Source: an optimization exercise on an open RTL-to-GDS flow (aim: small area, a short achievable clock period and few clock cycles per item). Production flows keep margins and buffers that such runs may drop. The RTL was checked by simulation tests, not by an equivalence proof against the original design.

exp/xenon:
// fp_sincos
module fp_sincos (
	input  logic                 clk,
	input  logic                 rst,
	input  logic                 ld_i,
	input  fp_sincos_pkg::fp32_t a_i,
	output fp_sincos_pkg::fp32_t sin_o,
	output fp_sincos_pkg::fp32_t cos_o,
	output logic                 done_o,
	output logic                 busy_o
);
For scale: roughly 2500 cells after synthesis, ~120 flip-flops, roughly 100 I/O pins, about 18000 µm² of cells after synthesis.
clock: 8.5 ns
lec_check: 0
cap_margin: 20
core_margin: 2
core_utilization: 40
setup_slack_margin: 3.5
slew_margin: 20
run.sh (not shown) runs the stock make flow with config.mk's settings and CLKGATE_MAP_FILE= SYNTH_SCRIPT=/design/flow/synth_recipe.tcl, a recipe that flattens the netlist after the stock synthesis.
The flow did not stop early for exp/xenon: all stages ran, and the layout cleared the timing, design-rule and antenna checks.
Testbench counts of exp/xenon, summed over its fixed seeds: cycles 16,896, items 512.
Changes in exp/garnet relative to exp/xenon:
- ABC_AREA newly set to 1
- SETUP_SLACK_MARGIN changed from 3.5 to 4
- exp/garnet against exp/xenon; via count of the routed design is up by a few percent.
- The final weighted congestion in routability-driven placement of exp/garnet exceeds that of exp/xenon by 1.7%.
- The area enclosed by the die boundary number comes out lower for exp/garnet vs exp/xenon.
Setup changes, exp/garnet to exp/pepper
- swapping 4 for 3.5 in SETUP_SLACK_MARGIN
## What came out
From exp/garnet to exp/pepper, fraction of the mapped netlist area in compound gates did not move at all.
Changes observed in exp/pepper relative to exp/garnet: vias after detailed routing fell 750, final cell count fell about 1.8%, final worst slack fell 0.22 ns.
Inputs modified between exp/pepper and exp/onyx:
- clearing ABC_AREA, which used to be 1
- swapping 3.5 for 4 in SETUP_SLACK_MARGIN
Findings:
- exp/onyx and exp/pepper all finish clean.
- The met2 usage in global routing reported for exp/onyx is greater than that of exp/pepper by 2.5 points.
- Number of inserted diodes | exp/onyx above exp/pepper
- The arrival time of data at the critical path endpoint in exp/onyx sits 0.07 ns above the value recorded for exp/pepper.
- Summary — proportion of synthesized chip area in sequential cells, exp/onyx relative to exp/pepper: lower, by 0.74 points.
- Against exp/pepper, cell area in exp/onyx came out worse.
- exp/onyx vs. exp/pepper: post-synthesis compound-gate area fraction has increased; clock-pin slew reported for the worst setup and hold paths after clock tree synthesis has increased.
- Comparing exp/onyx and exp/pepper, cell count is lower on exp/onyx.
- Non-clock buffer total of the final layout: exp/onyx higher than exp/pepper
- The aggregate global-route resource usage reported for exp/onyx is greater than that of exp/pepper by 1.2 points.
- Capture point of the critical path: x_r[8]$_DFF_P_ -> exp/pepper, x_r[31]$_DFF_P_ -> exp/onyx
- Re hold slack: exp/onyx is 0.12 ns up on exp/pepper.


oak:
Another version of the RTL of fp_sincos (not shown whole).
Size: about 2,800 cells after synthesis, roughly 0.017 mm² of cells after synthesis.
Settings: LEC_CHECK=0, ABC_AREA=1, CAP_MARGIN=20, CORE_MARGIN=2, CORE_UTILIZATION=40, GPL_ROUTABILITY_DRIVEN=0, SETUP_SLACK_MARGIN=3.75, SLEW_MARGIN=20; clock period 8.5 ns.
Testbench counts of oak, summed over its fixed seeds: cycles 16,896, items 512.
[inputs] pine vs oak
Settings: SETUP_SLACK_MARGIN changed from 3.75 to 4.25.
## What came out
pine vs. oak: first-pass GRT wire length picked up an extra 1900 µm, time the worst path needs with I/O delays and setup now smaller.
On pine: final design utilization is 4.7 points higher than what oak gave.
For birch, these inputs were changed with respect to pine:
Settings: GPL_ROUTABILITY_DRIVEN removed (was 0); SETUP_SLACK_MARGIN changed from 4.25 to 4.5.
### Flow results
Compared with pine, the detailed router inserted more vias in birch.
birch vs. pine: total routed wire length on the met1 layer went up by 13%.
In birch, average wire per cell in the routed design is higher than in pine.
Final hold slack: birch < pine
birch vs. pine: instance area at placement now larger; area occupied by multi-input gates now larger.
The placed cell count on birch is in line with that on pine.
Looking at via count of the first global-routing pass, birch sits about 5% higher than pine does.

port drivers added, routing unchanged:
The flow's constraints put no driver on any port. The routed layouts listed below were extracted and timed again, unchanged, in two steps. Step 1 assumes that a clkbuf_16 drives the clock port and a buf_2 every other input. Step 2 also shifts input and output timing later by t, the mid clock arrival at the registers, as if the neighbouring blocks saw the same clock. a / b / c = ideal / step 1 / step 2; a / b = the first two.
run | shift t [ns] | setup slack, ns | latest minus earliest clock arrival (ns)
exp/xenon | 0.504 | 3.558 / 3.558 / 3.558 | 0.010 / 0.010
exp/garnet | 0.493 | 3.826 / 3.826 / 3.826 | 0.016 / 0.016
exp/pepper | 0.512 | 3.606 / 3.606 / 3.606 | 0.012 / 0.011
exp/onyx | 0.500 | 3.554 / 3.554 / 3.554 | 0.019 / 0.020
oak | 0.485 | 3.994 / 3.994 / 3.635 | 0.011 / 0.011
pine | 0.489 | 4.175 / 4.175 / 4.141 | 0.014 / 0.014
birch | 0.486 | 4.103 / 4.103 / 4.001 | 0.015 / 0.014
After both steps every run listed still meets setup and hold. The setup slack of oak, which loses most, moves by 0.000 ns with the drivers and by -0.359 ns with both steps.
